Context: an optimization exercise on an open-source flow, tuned for small area, a short achievable clock period and few clock cycles per item. The choices shown serve that exercise and are no tape-out recipe.
Where RTL was checked, it was by simulation tests only, not by an equivalence proof against the original.
Power and IR drop assume default switching activity.

==> run H <==
==> flow/design.v <==
`default_nettype none
package deq_pkg;
    localparam int DEPTH      = 64;
    localparam int WORD_WIDTH = 32;
    localparam int IDX_W      = $clog2(DEPTH);
    localparam int CNT_W      = $clog2(DEPTH + 1);
    typedef enum logic [2:0] {
        OP_PUSH_FRONT = 3'd0,
        OP_PUSH_BACK  = 3'd1,
        OP_POP_FRONT  = 3'd2,
        OP_POP_BACK   = 3'd3,
        OP_PEEK_FRONT = 3'd4,
        OP_PEEK_BACK  = 3'd5
    } t_op;
    typedef enum logic [1:0] {
        ST_OK    = 2'd0,
        ST_EMPTY = 2'd1,
        ST_FULL  = 2'd2
    } t_status;
endpackage
`default_nettype wire
`default_nettype none
import deq_pkg::*;
module double_ended_queue_unit
(
    input  wire logic                         i_clk,
    input  wire logic                         i_rst_n,
    input  wire logic                         start,
    output logic                              busy,
    input  wire logic        [2:0]            i_operation,
    input  wire logic signed [WORD_WIDTH-1:0] i_push_value,
    output logic                              o_valid,
    output logic             [1:0]            o_status,
    output logic signed      [WORD_WIDTH-1:0] o_peek_value,
    output logic             [CNT_W-1:0]      o_element_count
);
    logic [IDX_W-1:0] r_head;      
    logic [IDX_W-1:0] r_head_m1;   
    logic [IDX_W-1:0] r_tail;      
    logic [IDX_W-1:0] r_tail_m1;   
    logic [CNT_W-1:0] r_count;
    logic             r_empty;     
    logic             r_full;      
    logic             r_one;       
    logic             r_almost;    
    logic w_take;
    logic w_is_pf, w_is_pb, w_is_qf, w_is_qb, w_is_kf, w_is_kb;
    logic w_pf, w_pb, w_qf, w_qb, w_kf, w_kb, w_push, w_pop;
    assign w_take  = i_rst_n && start;
    assign w_is_pf = (i_operation == 3'd0);
    assign w_is_pb = (i_operation == 3'd1);
    assign w_is_qf = (i_operation == 3'd2);
    assign w_is_qb = (i_operation == 3'd3);
    assign w_is_kf = (i_operation == 3'd4);
    assign w_is_kb = (i_operation == 3'd5);
    assign w_pf   = w_take && w_is_pf && !r_full;
    assign w_pb   = w_take && w_is_pb && !r_full;
    assign w_qf   = w_take && w_is_qf && !r_empty;
    assign w_qb   = w_take && w_is_qb && !r_empty;
    assign w_kf   = w_take && w_is_kf && !r_empty;
    assign w_kb   = w_take && w_is_kb && !r_empty;
    assign w_push = w_pf || w_pb;
    assign w_pop  = w_qf || w_qb;
    always_ff @(posedge i_clk) begin
        if (!i_rst_n) begin
            r_head    <= '0;
            r_head_m1 <= '1;
            r_tail    <= '0;
            r_tail_m1 <= '1;
            r_count   <= '0;
            r_empty   <= 1'b1;
            r_full    <= 1'b0;
            r_one     <= 1'b0;
            r_almost  <= 1'b0;
        end else begin
            if (w_pf) begin
                r_head    <= r_head_m1;
                r_head_m1 <= r_head_m1 - IDX_W'(1);
            end else if (w_qf) begin
                r_head    <= r_head + IDX_W'(1);
                r_head_m1 <= r_head;
            end
            if (w_pb) begin
                r_tail    <= r_tail + IDX_W'(1);
                r_tail_m1 <= r_tail;
            end else if (w_qb) begin
                r_tail    <= r_tail_m1;
                r_tail_m1 <= r_tail_m1 - IDX_W'(1);
            end
            if (w_push) begin
                r_count  <= r_count + CNT_W'(1);
                r_empty  <= 1'b0;
                r_full   <= r_almost;
                r_one    <= r_empty;
                r_almost <= (r_count == CNT_W'(DEPTH - 2));
            end else if (w_pop) begin
                r_count  <= r_count - CNT_W'(1);
                r_empty  <= r_one;
                r_full   <= 1'b0;
                r_one    <= (r_count == CNT_W'(2));
                r_almost <= r_full;
            end
        end
    end
    logic [DEPTH-1:0]      s_we;       
    logic [WORD_WIDTH-1:0] s_wdata;
    logic [DEPTH-1:0]      s_rsel;     
    logic                  s_valid;
    logic [1:0]            s_status;
    always_ff @(posedge i_clk) begin
        for (int i = 0; i < DEPTH; i++) begin
            s_we[i]   <= (w_pf && (r_head_m1 == IDX_W'(i))) ||
                         (w_pb && (r_tail    == IDX_W'(i)));
            s_rsel[i] <= (w_kf && (r_head    == IDX_W'(i))) ||
                         (w_kb && (r_tail_m1 == IDX_W'(i)));
        end
        s_wdata <= i_push_value;
        s_valid <= w_take;
        if ((w_is_pf || w_is_pb) && r_full) begin
            s_status <= ST_FULL;
        end else if ((w_is_qf || w_is_qb || w_is_kf || w_is_kb) && r_empty) begin
            s_status <= ST_EMPTY;
        end else begin
            s_status <= ST_OK;
        end
    end
    logic [WORD_WIDTH-1:0] r_ring [DEPTH];
    for (genvar g = 0; g < DEPTH; g++) begin : g_word
        always_ff @(posedge i_clk) begin
            if (s_we[g]) r_ring[g] <= s_wdata;
        end
    end
    localparam int HALF = DEPTH / 2;
    logic [WORD_WIDTH-1:0] w_part_lo, w_part_hi;
    logic [WORD_WIDTH-1:0] m_part_lo, m_part_hi;
    logic                  m_valid;
    logic [1:0]            m_status;
    logic [CNT_W-1:0]      m_count;
    always_comb begin
        w_part_lo = '0;
        w_part_hi = '0;
        for (int i = 0; i < HALF; i++) begin
            w_part_lo = w_part_lo | ({WORD_WIDTH{s_rsel[i]}}        & r_ring[i]);
            w_part_hi = w_part_hi | ({WORD_WIDTH{s_rsel[HALF + i]}} & r_ring[HALF + i]);
        end
    end
    always_ff @(posedge i_clk) begin
        if (!i_rst_n) m_valid <= 1'b0;
        else          m_valid <= s_valid;
        m_status  <= s_status;
        m_count   <= r_count;    
        m_part_lo <= w_part_lo;
        m_part_hi <= w_part_hi;
    end
    logic                  r_valid;
    logic [1:0]            r_status;
    logic [WORD_WIDTH-1:0] r_value;
    logic [CNT_W-1:0]      r_ocount;
    always_ff @(posedge i_clk) begin
        if (!i_rst_n) r_valid <= 1'b0;
        else          r_valid <= m_valid;
        r_status <= m_status;
        r_ocount <= m_count;
        r_value  <= m_part_lo | m_part_hi;
    end
    assign busy            = 1'b0;
    assign o_valid         = r_valid;
    assign o_status        = r_status;
    assign o_peek_value    = r_value;
    assign o_element_count = r_ocount;
endmodule
`default_nettype wire
==> flow/flow/run.sh <==
#!/bin/bash
set -euo pipefail
bash standard.sh MATCH_CELL_FOOTPRINT=0 "BUFFER_PORTS_ARGS=-buffer_cell sky130_fd_sc_hd__buf_4" finish > flow_make.log 2>&1
==> flow/standard.sh <==
#!/bin/bash
# synth_recipe.tcl (not shown) runs the flow's synth.tcl, then flattens the netlist and writes it again
# the make line also repeats each setting of config.mk as NAME=value (left out here)
make -C /OpenROAD-flow-scripts/flow DESIGN_CONFIG=/design/flow/config.mk WORK_HOME=/design/flow/orfs CLKGATE_MAP_FILE= SYNTH_SCRIPT=/design/flow/synth_recipe.tcl "${@:-finish}"
==> flow/config.mk <==
export PLATFORM = sky130hd
export DESIGN_NAME = double_ended_queue_unit
export DESIGN_NICKNAME = double_ended_queue_unit
export VERILOG_FILES = /design/flow/design.v
export SDC_FILE = /design/flow/constraint.sdc
export NUM_CORES = 4
export LEC_CHECK = 0
export CAP_MARGIN = 20
export CORE_MARGIN = 2
export CORE_UTILIZATION = 60
export CTS_CLUSTER_DIAMETER = 60
export CTS_CLUSTER_SIZE = 30
export SETUP_SLACK_MARGIN = 1.9
export SLEW_MARGIN = 20
==> flow/constraint.sdc <==
create_clock -name core_clock -period 4.0 [get_ports {i_clk}]
set_input_delay 0.8000 -clock core_clock [delete_from_list [all_inputs] [get_ports {i_clk}]]
set_output_delay 0.8000 -clock core_clock [all_outputs]
set_load 0.01 [all_outputs]
==> run E: changes against run H <==
==> flow/design.v, changed modules only <==
module double_ended_queue_unit
(
    input  wire logic                         i_clk,
    input  wire logic                         i_rst_n,
    input  wire logic                         start,
    output logic                              busy,
    input  wire logic        [2:0]            i_operation,
    input  wire logic signed [WORD_WIDTH-1:0] i_push_value,
    output logic                              o_valid,
    output logic             [1:0]            o_status,
    output logic signed      [WORD_WIDTH-1:0] o_peek_value,
    output logic             [CNT_W-1:0]      o_element_count
);
    logic                  c_valid;
    logic                  c_push_f, c_push_b, c_pop_f, c_pop_b, c_peek_f, c_peek_b;
    logic [WORD_WIDTH-1:0] c_value;
    always_ff @(posedge i_clk) begin
        if (!i_rst_n) begin
            c_valid  <= 1'b0;
            c_push_f <= 1'b0;
            c_push_b <= 1'b0;
            c_pop_f  <= 1'b0;
            c_pop_b  <= 1'b0;
            c_peek_f <= 1'b0;
            c_peek_b <= 1'b0;
        end else begin
            c_valid  <= start;
            c_push_f <= start && (i_operation == 3'd0);
            c_push_b <= start && (i_operation == 3'd1);
            c_pop_f  <= start && (i_operation == 3'd2);
            c_pop_b  <= start && (i_operation == 3'd3);
            c_peek_f <= start && (i_operation == 3'd4);
            c_peek_b <= start && (i_operation == 3'd5);
        end
        c_value <= i_push_value;
    end
    logic [IDX_W-1:0] r_head;      
    logic [IDX_W-1:0] r_head_m1;   
    logic [IDX_W-1:0] r_tail;      
    logic [IDX_W-1:0] r_tail_m1;   
    logic [CNT_W-1:0] r_count;
    logic             r_empty;     
    logic             r_full;      
    logic             r_one;       
    logic             r_almost;    
    logic w_pf, w_pb, w_qf, w_qb, w_push, w_pop;
    assign w_pf   = c_push_f && !r_full;
    assign w_pb   = c_push_b && !r_full;
    assign w_qf   = c_pop_f  && !r_empty;
    assign w_qb   = c_pop_b  && !r_empty;
    assign w_push = w_pf || w_pb;
    assign w_pop  = w_qf || w_qb;
    always_ff @(posedge i_clk) begin
        if (!i_rst_n) begin
            r_head    <= '0;
            r_head_m1 <= '1;
            r_tail    <= '0;
            r_tail_m1 <= '1;
            r_count   <= '0;
            r_empty   <= 1'b1;
            r_full    <= 1'b0;
            r_one     <= 1'b0;
            r_almost  <= 1'b0;
        end else begin
            if (w_pf) begin
                r_head    <= r_head_m1;
                r_head_m1 <= r_head_m1 - IDX_W'(1);
            end else if (w_qf) begin
                r_head    <= r_head + IDX_W'(1);
                r_head_m1 <= r_head;
            end
            if (w_pb) begin
                r_tail    <= r_tail + IDX_W'(1);
                r_tail_m1 <= r_tail;
            end else if (w_qb) begin
                r_tail    <= r_tail_m1;
                r_tail_m1 <= r_tail_m1 - IDX_W'(1);
            end
            if (w_push) begin
                r_count  <= r_count + CNT_W'(1);
                r_empty  <= 1'b0;
                r_full   <= r_almost;
                r_one    <= r_empty;
                r_almost <= (r_count == CNT_W'(DEPTH - 2));
            end else if (w_pop) begin
                r_count  <= r_count - CNT_W'(1);
                r_empty  <= r_one;
                r_full   <= 1'b0;
                r_one    <= (r_count == CNT_W'(2));
                r_almost <= r_full;
            end
        end
    end
    logic [WORD_WIDTH-1:0] r_ring [DEPTH];
    for (genvar g = 0; g < DEPTH; g++) begin : g_word
        logic w_we;
        assign w_we = (w_pf && (r_head_m1 == IDX_W'(g))) || (w_pb && (r_tail == IDX_W'(g)));
        always_ff @(posedge i_clk) begin
            if (w_we) r_ring[g] <= c_value;
        end
    end
    logic                  s_valid;
    logic [1:0]            s_status;
    logic [CNT_W-1:0]      s_count;
    logic                  s_peek;
    logic [IDX_W-1:0]      s_raddr;
    always_ff @(posedge i_clk) begin
        if (!i_rst_n) s_valid <= 1'b0;
        else          s_valid <= c_valid;
        s_peek  <= (c_peek_f || c_peek_b) && !r_empty;
        s_raddr <= c_peek_b ? r_tail_m1 : r_head;
        if ((c_push_f || c_push_b) && r_full) begin
            s_status <= ST_FULL;
        end else if ((c_pop_f || c_pop_b || c_peek_f || c_peek_b) && r_empty) begin
            s_status <= ST_EMPTY;
        end else begin
            s_status <= ST_OK;
        end
        if (w_push)     s_count <= r_count + CNT_W'(1);
        else if (w_pop) s_count <= r_count - CNT_W'(1);
        else            s_count <= r_count;
    end
    logic [WORD_WIDTH-1:0] w_rdata;
    always_comb begin
        w_rdata = '0;
        for (int i = 0; i < DEPTH; i++) begin
            if (s_raddr == IDX_W'(i)) w_rdata = w_rdata | r_ring[i];
        end
    end
    logic                  r_valid;
    logic [1:0]            r_status;
    logic [WORD_WIDTH-1:0] r_value;
    logic [CNT_W-1:0]      r_ocount;
    always_ff @(posedge i_clk) begin
        if (!i_rst_n) r_valid <= 1'b0;
        else          r_valid <= s_valid;
        r_status <= s_status;
        r_ocount <= s_count;
        r_value  <= s_peek ? w_rdata : '0;
    end
    assign busy            = 1'b0;
    assign o_valid         = r_valid;
    assign o_status        = r_status;
    assign o_peek_value    = r_value;
    assign o_element_count = r_ocount;
endmodule
==> flow/run.sh (new file) <==
#!/bin/bash
# synth_recipe.tcl (not shown) runs the flow's synth.tcl, then flattens the netlist and writes it again
# the make line also repeats each setting of config.mk as NAME=value (left out here)
make -C /OpenROAD-flow-scripts/flow DESIGN_CONFIG=/design/flow/config.mk WORK_HOME=/design/flow/orfs CLKGATE_MAP_FILE= SYNTH_SCRIPT=/design/flow/synth_recipe.tcl finish
- CORE_UTILIZATION: 60 -> 40
- CTS_CLUSTER_DIAMETER: 60 -> default
- CTS_CLUSTER_SIZE: 30 -> default
- SETUP_SLACK_MARGIN: 1.9 -> 1.6
removed: flow/flow/run.sh
removed: flow/standard.sh
==> comparison <==
- Run H produced a clean layout. Run E passed the timing, DRC and antenna checks.
- Between run H and run E, the lower clock power is in run H (gap 15%, measured against run E).
- Of run E and run H, run E has the higher via count (gap 15%, measured against run H).
- Against run H, the critical path depth of run E is higher by 4.
- Fmax: run E is smaller than run H (about 25%).
- Of run E and run H, run H has the higher sequential power (gap about 6%, measured against run H).
- Between run H and run E, the lower register-to-register slack is in run E (gap 0.71 ns).
- Worst hold slack: run E is higher than run H (0.25 ns).
- Between run E and run H, the lower first-iteration DRC count is in run H (gap 47%, measured against run H).
- In run H the sequential share of layout area is higher than in run E, by 12 points.
- In run H the synthesized cell count is larger than in run E, by about 0.2%.
- Between run E and run H, the lower total power is in run H (gap 4.7%, measured against run H).
Testbench counts of run H, summed over its fixed seeds: cycles 24,024, ops 24,000.
Function not checked in run E: the RTL went through the layout flow alone.

==> what the ideal ports hide <==
No port has a modelled driver above. Below, the same layouts with a new extraction and two added sets of constraints. Step 1, drivers: a clkbuf_16 drives i_clk and a buf_2 each remaining input, both assumed. Step 2 moves the port delays by t, midway between the first and last clock arrival at a register: inputs arrive t later, outputs are due t later. That takes back most of the time a late clock gives input paths. Slacks: ideal / step 1 / step 2; pairs: ideal / step 1.
run | t, ns | setup WS [ns] | hold WS [ns]
run H | 0.885 | 1.840 / 1.802 / 1.172 | 0.079 / 0.015 / 0.335
run E | 0.968 | 1.134 / 1.134 / 1.134 | 0.324 / 0.259 / 0.324
After both steps setup and hold are still met in every run listed. For run H, which loses most, drivers alone change the setup slack by -0.038 ns; drivers and shift together by -0.668 ns.
